Context: an optimization exercise on an open-source flow, tuned for small area, a short achievable clock period and few clock cycles per item. The choices shown serve that exercise and are no tape-out recipe.
Where RTL was checked, it was by simulation tests only, not by an equivalence proof against the original.
No activity file was given, so power comes from the tool's default toggle rates.

Setup of job 101:
Design multi_page_shelf_rect_allocator, start of the top module:
module multi_page_shelf_rect_allocator #(
   parameter int PAGE_SIZE = 1024,
   parameter int MAX_PAGES = 8
) (
   input  logic        clock,
   input  logic        reset,
   input  logic        req_tvalid,
   output logic        req_tready,
   input  logic [23:0] req_tdata,
   output logic        rsp_tvalid,
   input  logic        rsp_tready,
   output logic [47:0] rsp_tdata,
   output logic [1:0]  rsp_tuser,
   input  logic        csr_tvalid,
   output logic        csr_tready,
   input  logic [7:0]  csr_tdata
);
Size in the first run: about 410 flip-flops, ~31000 µm² of cells after synthesis.
Settings: LEC_CHECK=0, CAP_MARGIN=20, CORE_MARGIN=2, CORE_UTILIZATION=40, SETUP_SLACK_MARGIN=5, SLEW_MARGIN=20; clock period 10.0 ns.
run.sh (not shown) runs the stock make flow with config.mk's settings and CLKGATE_MAP_FILE= SYNTH_SCRIPT=/design/flow/synth_recipe.tcl, a recipe that flattens the netlist after the stock synthesis.
The final layout from job 101, which completed every stage, passed the timing, design-rule and antenna checks at the end of the flow.
Testbench counts of job 101, summed over its fixed seeds: cycles 2,416, items 2,400.
Edits applied to the flow inputs when going from job 101 to job 102:
# job 101
export LEC_CHECK = 0
export CAP_MARGIN = 20
export CORE_MARGIN = 2
export CORE_UTILIZATION = 40
export SETUP_SLACK_MARGIN = 5
export SLEW_MARGIN = 20
create_clock -name core_clock -period 10.0 [get_ports {clock}]
# job 102
export LEC_CHECK = 0
export CAP_MARGIN = 20
export CORE_MARGIN = 2
export CORE_UTILIZATION = 55
export CTS_BUF_LIST = sky130_fd_sc_hd__clkbuf_8 sky130_fd_sc_hd__clkbuf_16
export CTS_CLUSTER_DIAMETER = 80
export CTS_CLUSTER_SIZE = 30
export SETUP_SLACK_MARGIN = 4
export SLEW_MARGIN = 20
create_clock -name core_clock -period 10.0 [get_ports {clock}]
### Flow results
No stage failed in job 102, and the final checks on the layout all came back clean.
In the flow results for job 101 and job 102, the first-iteration detailed-routing DRC count is larger on job 102.
Taking job 101 as the reference, in job 102 first-pass iteration count of the detailed router saw a decrease; fraction of layout instances using a drive strength above 1 dropped 6.8 points; die area moved down; clock-pin slew reported for the worst setup and hold paths after clock tree synthesis picked up an extra 0.02 ns.
diff inputs: job 102 => job 103
# job 102
export LEC_CHECK = 0
export CAP_MARGIN = 20
export CORE_MARGIN = 2
export CORE_UTILIZATION = 55
export CTS_BUF_LIST = sky130_fd_sc_hd__clkbuf_8 sky130_fd_sc_hd__clkbuf_16
export CTS_CLUSTER_DIAMETER = 80
export CTS_CLUSTER_SIZE = 30
export SETUP_SLACK_MARGIN = 4
export SLEW_MARGIN = 20
create_clock -name core_clock -period 10.0 [get_ports {clock}]
# job 103
export LEC_CHECK = 0
export CAP_MARGIN = 20
export CORE_MARGIN = 2
export CORE_UTILIZATION = 40
export SETUP_SLACK_MARGIN = 4
export SLEW_MARGIN = 20
create_clock -name core_clock -period 10.0 [get_ports {clock}]
==> summary.txt <==
- Going from job 102 to job 103, final critical-path setup slack climbed 0.24 ns; post-CTS resize count went down by 14; die boundary height rose by 17%; power share of the clock group went up 4.8 points; number of setup buffers added after CTS has decreased.
- Core utilization: job 103 lower than job 102
- Job 102 was smaller in final cell area than job 103.
- Comparing job 102 with job 103, the multi-input combinational cell area came out essentially unchanged.

========
## build 2
Another version of the RTL of multi_page_shelf_rect_allocator (not shown whole).
Size in the first run: roughly 3400 cells after synthesis, about 90 I/O pins, about 28000 µm² of cells after synthesis.
Settings: LEC_CHECK=0, CAP_MARGIN=20, CORE_MARGIN=2, CORE_UTILIZATION=50, SETUP_SLACK_MARGIN=4.8, SLEW_MARGIN=20; clock period 10.0 ns.
Testbench counts of build 2, summed over its fixed seeds: cycles 2,416, items 2,400.
Here is what was changed in the inputs of build 10 compared with build 2.
- putting CTS_CLUSTER_DIAMETER at 100 where nothing was set
- putting CTS_CLUSTER_SIZE at 30 where nothing was set
Results
When build 10 is measured against build 2, its overall global routing resource usage turns out 0.31 points lower. As of build 10, cell area had fallen slightly compared to build 2. For the number of non-clock buffers, build 10 came in about 2.4% higher than build 2 did.
Modified inputs, build 23 compared to build 10
- removing CTS_CLUSTER_DIAMETER (formerly 100)
- removing CTS_CLUSTER_SIZE (formerly 30)
- changing CORE_UTILIZATION from 50 to 40
[summary]
- Non-clock buffer count in build 23 is 11% lower than in build 10
- The run with more setup slack is build 10; build 23 has less.
- Cell area deteriorates in build 23 relative to build 10.
- Compared with build 10, build 23 shows detail-routed net length per standard cell that has gone down by a little under 10%.
- Higher total power was reported by build 23, not build 10.
- Build 10 was routed with more vias than build 23.
- Delta (build 23 minus build 10): final clock skew grew by 0.0085 ns; number of antenna repair diodes shrank by 2; sequential share of layout area shrank by 0.55 points.
Edits applied to the flow inputs when going from build 23 to build 1:
- a change of SETUP_SLACK_MARGIN from 4.8 to 4
### Flow results
- Build 23 has completed all stages; timing, DRC and antenna checks passed.
- No stage failed in build 1, and the final checks on the layout all came back clean.
- Of build 1 and build 23, the run reporting the lower final critical-path required period was build 23.
- Relative to build 23, global placer's final weighted congestion has increased by 0.44% in build 1.
- Build 1: via density per instance about 1% below build 23

========
== run P ==
The RTL this note starts from:
==> flow/design.v <==
package mpsra_pkg;
   localparam int DIM_W = 11;
   localparam int RECT_W = 11;
   localparam int PSUM_W = 12;
   localparam int POS_W = 10;
   localparam int PIDX_W = 3;
   localparam int TOTAL_W = 24;
   localparam int AREA_W = 2 * DIM_W - 1;
   localparam logic [1:0] STATUS_PLACED = 2'd0;
   localparam logic [1:0] STATUS_EMPTY = 2'd1;
   localparam logic [1:0] STATUS_TOO_BIG = 2'd2;
   localparam logic [1:0] STATUS_FULL = 2'd3;
endpackage
module mpsra_cell #(
   parameter int PAGE_SIZE = 1024
) (
   input  logic                          clock,
   input  logic                          reset,
   input  logic [mpsra_pkg::DIM_W-1:0]   pw,
   input  logic [mpsra_pkg::DIM_W-1:0]   ph,
   input  logic                          try_page,
   input  logic                          place,
   input  logic [mpsra_pkg::DIM_W-1:0]   new_room_x,
   input  logic [mpsra_pkg::DIM_W-1:0]   new_room_b,
   output logic                          fit,
   output logic [mpsra_pkg::DIM_W-1:0]   room_x0,
   output logic [mpsra_pkg::DIM_W-1:0]   room_t0,
   output logic [mpsra_pkg::DIM_W-1:0]   room_b
);
   localparam int CW = mpsra_pkg::DIM_W;
   localparam logic [CW-1:0] FULL = CW'(PAGE_SIZE);
   function automatic logic le(input logic [CW-1:0] a, input logic [CW-1:0] b);
      le = 1'b1;
      for (int i = 0; i < CW; i++) begin
         if (a[i] != b[i]) le = b[i];
      end
   endfunction
   logic [CW-1:0] room_x_ff, room_t_ff, room_b_ff;
   logic          shelf_ok;
   always_comb begin
      shelf_ok = le(pw, room_x_ff);
      room_x0 = shelf_ok ? room_x_ff : FULL;
      room_t0 = shelf_ok ? room_t_ff : room_b_ff;
      fit = shelf_ok ? le(ph, room_t_ff) : le(ph, room_b_ff);
   end
   assign room_b = room_b_ff;
   always_ff @(posedge clock) begin
      if (reset) begin
         room_x_ff <= FULL;
         room_t_ff <= FULL;
         room_b_ff <= FULL;
      end else if (try_page) begin
         room_t_ff <= room_t0;
         room_x_ff <= place ? new_room_x : room_x0;
         if (place) room_b_ff <= new_room_b;
      end
   end
endmodule
module multi_page_shelf_rect_allocator #(
   parameter int PAGE_SIZE = 1024,
   parameter int MAX_PAGES = 8
) (
   input  logic        clock,
   input  logic        reset,
   input  logic        req_tvalid,
   output logic        req_tready,
   input  logic [23:0] req_tdata,
   output logic        rsp_tvalid,
   input  logic        rsp_tready,
   output logic [47:0] rsp_tdata,
   output logic [1:0]  rsp_tuser,
   input  logic        csr_tvalid,
   output logic        csr_tready,
   input  logic [7:0]  csr_tdata
);
   localparam int DW = mpsra_pkg::DIM_W;
   localparam int RW = mpsra_pkg::RECT_W;
   localparam int SW = mpsra_pkg::PSUM_W;
   localparam int PW = mpsra_pkg::POS_W;
   localparam int IW = mpsra_pkg::PIDX_W;
   localparam int TW = mpsra_pkg::TOTAL_W;
   localparam logic [SW:0] LIMIT = (SW + 1)'(PAGE_SIZE);
   logic [3:0] pad_ff;
   logic       adv;
   logic          v1_ff;
   logic [DW-1:0] pw1_ff, ph1_ff;
   logic [1:0]    cls1_ff;
   logic [RW-1:0] req_w, req_h;
   logic [SW-1:0] pw_sum, ph_sum;
   logic          empty, too_big;
   logic          ov_ff;
   logic [TW-1:0] ot_ff;
   logic [PW-1:0] ox_ff, oy_ff;
   logic [IW-1:0] opg_ff;
   logic [1:0]    ost_ff;
   logic                   go, placed;
   logic [MAX_PAGES-1:0]   fit, try_page, sel;
   logic [DW-1:0]          room_x0 [MAX_PAGES];
   logic [DW-1:0]          room_t0 [MAX_PAGES];
   logic [DW-1:0]          room_b [MAX_PAGES];
   logic [DW-1:0]          rx_sel, rt_sel, rb_sel;
   logic [DW-1:0]          new_room_x, new_room_t, new_room_b;
   logic [DW+1:0]          diff3, csa_a, csa_b, csa_c, csa_s, csa_k;
   logic                   taller;
   logic [PW-1:0]          cx_sel, cy_sel;
   logic [IW-1:0]          pg_sel;
   logic [1:0]             st_sel;
   logic [TW-1:0]          n_total;
   assign adv = !ov_ff || rsp_tready;
   assign req_tready = adv;
   assign csr_tready = 1'b1;
   always_ff @(posedge clock) begin
      if (reset) begin
         pad_ff <= 4'd1;
      end else if (csr_tvalid) begin
         pad_ff <= csr_tdata[3:0];
      end
   end
   always_comb begin
      req_w = req_tdata[RW-1:0];
      req_h = req_tdata[2*RW-1:RW];
      pw_sum = SW'(req_w) + SW'({pad_ff, 1'b0});
      ph_sum = SW'(req_h) + SW'({pad_ff, 1'b0});
      empty = (req_w == '0) || (req_h == '0);
      too_big = ({1'b0, pw_sum} > LIMIT) || ({1'b0, ph_sum} > LIMIT);
   end
   always_ff @(posedge clock) begin
      if (reset) begin
         v1_ff <= 1'b0;
      end else if (adv) begin
         v1_ff <= req_tvalid;
      end
      if (adv) begin
         pw1_ff <= pw_sum[DW-1:0];
         ph1_ff <= ph_sum[DW-1:0];
         cls1_ff <= empty ? mpsra_pkg::STATUS_EMPTY
                  : too_big ? mpsra_pkg::STATUS_TOO_BIG
                  : mpsra_pkg::STATUS_PLACED;
      end
   end
   assign go = adv && v1_ff && (cls1_ff == mpsra_pkg::STATUS_PLACED);
   for (genvar gi = 0; gi < MAX_PAGES; gi++) begin : g_page
      if (gi == 0) begin : g_first
         assign try_page[gi] = go;
         assign sel[gi] = fit[gi];
      end else begin : g_rest
         assign try_page[gi] = go && !(|fit[gi-1:0]);
         assign sel[gi] = fit[gi] && !(|fit[gi-1:0]);
      end
      mpsra_cell #(
         .PAGE_SIZE(PAGE_SIZE)
      ) u_cell (
         .clock(clock),
         .reset(reset),
         .pw(pw1_ff),
         .ph(ph1_ff),
         .try_page(try_page[gi]),
         .place(sel[gi]),
         .new_room_x(new_room_x),
         .new_room_b(new_room_b),
         .fit(fit[gi]),
         .room_x0(room_x0[gi]),
         .room_t0(room_t0[gi]),
         .room_b(room_b[gi])
      );
   end
   always_comb begin
      rx_sel = '0;
      rt_sel = '0;
      rb_sel = '0;
      pg_sel = '0;
      for (int i = 0; i < MAX_PAGES; i++) begin
         if (sel[i]) begin
            rx_sel = rx_sel | room_x0[i];
            rt_sel = rt_sel | room_t0[i];
            rb_sel = rb_sel | room_b[i];
            pg_sel = pg_sel | IW'(i);
         end
      end
      cx_sel = rx_sel[PW-1:0];
      cy_sel = rt_sel[PW-1:0];
      new_room_x = rx_sel - pw1_ff;
      csa_a = {2'b00, rt_sel};
      csa_b = ~{2'b00, ph1_ff};
      csa_c = ~{2'b00, rb_sel};
      csa_s = csa_a ^ csa_b ^ csa_c;
      csa_k = {(csa_a[DW:0] & csa_b[DW:0]) | (csa_a[DW:0] & csa_c[DW:0])
               | (csa_b[DW:0] & csa_c[DW:0]), 1'b0};
      diff3 = csa_s + csa_k + (DW + 2)'(2);
      new_room_t = rt_sel - ph1_ff;
      taller = diff3[DW+1];
      new_room_b = taller ? new_room_t : rb_sel;
      placed = (cls1_ff == mpsra_pkg::STATUS_PLACED) && (|fit);
      if (cls1_ff != mpsra_pkg::STATUS_PLACED) st_sel = cls1_ff;
      else if (|fit) st_sel = mpsra_pkg::STATUS_PLACED;
      else st_sel = mpsra_pkg::STATUS_FULL;
      n_total = placed ? ot_ff + pw1_ff * ph1_ff : ot_ff;
   end
   always_ff @(posedge clock) begin
      if (reset) begin
         ov_ff <= 1'b0;
         ot_ff <= '0;
      end else if (adv) begin
         ov_ff <= v1_ff;
         if (v1_ff) ot_ff <= n_total;
      end
      if (adv && v1_ff) begin
         ox_ff <= cx_sel;
         oy_ff <= cy_sel;
         opg_ff <= placed ? pg_sel : '0;
         ost_ff <= st_sel;
      end
   end
   assign rsp_tvalid = ov_ff;
   logic          oplaced;
   logic [PW-1:0] rsp_x, rsp_y;
   always_comb begin
      oplaced = (ost_ff == mpsra_pkg::STATUS_PLACED);
      rsp_x = oplaced ? PW'(pad_ff) - ox_ff : '0;
      rsp_y = oplaced ? PW'(pad_ff) - oy_ff : '0;
   end
   assign rsp_tdata = {1'b0, ot_ff, rsp_y, rsp_x, opg_ff};
   assign rsp_tuser = ost_ff;
endmodule
clock: 10.0 ns
lec_check: 0
cap_margin: 20
core_margin: 2
core_utilization: 40
setup_slack_margin: 4
slew_margin: 20
> inputs changed (run P -> run Y)
Settings: SETUP_SLACK_MARGIN no longer set, was 4.
--- outcome ---
Run Y ran to completion and came out clean on the timing, design-rule and antenna checks. Diff run P -> run Y: switching part of the total has remained practically unchanged, clock tree buffer count of the final layout has increased, worst setup slack before clock tree synthesis has decreased, final area has decreased. Re wire length of the first global-routing pass: run Y is about 3.5% down on run P.
Function was not checked in any run of this note: the RTL went through the layout flow alone.

==> re-timing with driven ports <==
No port has a modelled driver above. Below, the same layouts with a new extraction and two added sets of constraints. Step 1 (the two cells are an assumption about what drives the block):
set clk [get_ports {clock}]
set_driving_cell -lib_cell sky130_fd_sc_hd__clkbuf_16 $clk
set_driving_cell -lib_cell sky130_fd_sc_hd__buf_2 [delete_from_list [all_inputs] $clk]
Step 2 adds t to the input delays and takes it off the output delays; t is the mean of the earliest and latest rising clock arrival at the registers after step 1. Input paths then give back, and output paths get back, about the clock's delay inside the block. a / b / c = ideal / step 1 / step 2; a / b = the first two.
run | t, ns | setup slack, ns | clock arrival spread, ns | slew at the worst register clock pin (ns)
job 101 | 0.673 | 4.319 / 4.251 / 4.477 | 0.019 / 0.019 | 0.07 / 0.07
job 102 | 0.644 | 3.930 / 3.930 / 3.574 | 0.030 / 0.030 | 0.11 / 0.11
job 103 | 0.670 | 4.173 / 4.123 / 3.545 | 0.037 / 0.037 | 0.07 / 0.07
build 2 | 0.662 | 4.754 / 4.704 / 4.294 | 0.031 / 0.032 | 0.07 / 0.07
build 10 | 0.663 | 4.745 / 4.680 / 4.426 | 0.022 / 0.023 | 0.12 / 0.12
build 23 | 0.683 | 4.658 / 4.588 / 4.331 | 0.031 / 0.031 | 0.07 / 0.07
build 1 | 0.678 | 4.104 / 4.036 / 3.881 | 0.035 / 0.034 | 0.07 / 0.07
run P | 0.654 | 3.112 / 3.112 / 3.112 | 0.036 / 0.036 | 0.07 / 0.07
run Y | 0.657 | 1.467 / 1.467 / 1.467 | 0.035 / 0.036 | 0.06 / 0.06
After both steps setup and hold are still met in every run listed. The setup slack of job 103, which loses most, moves by -0.050 ns with the drivers and by -0.628 ns with both steps.
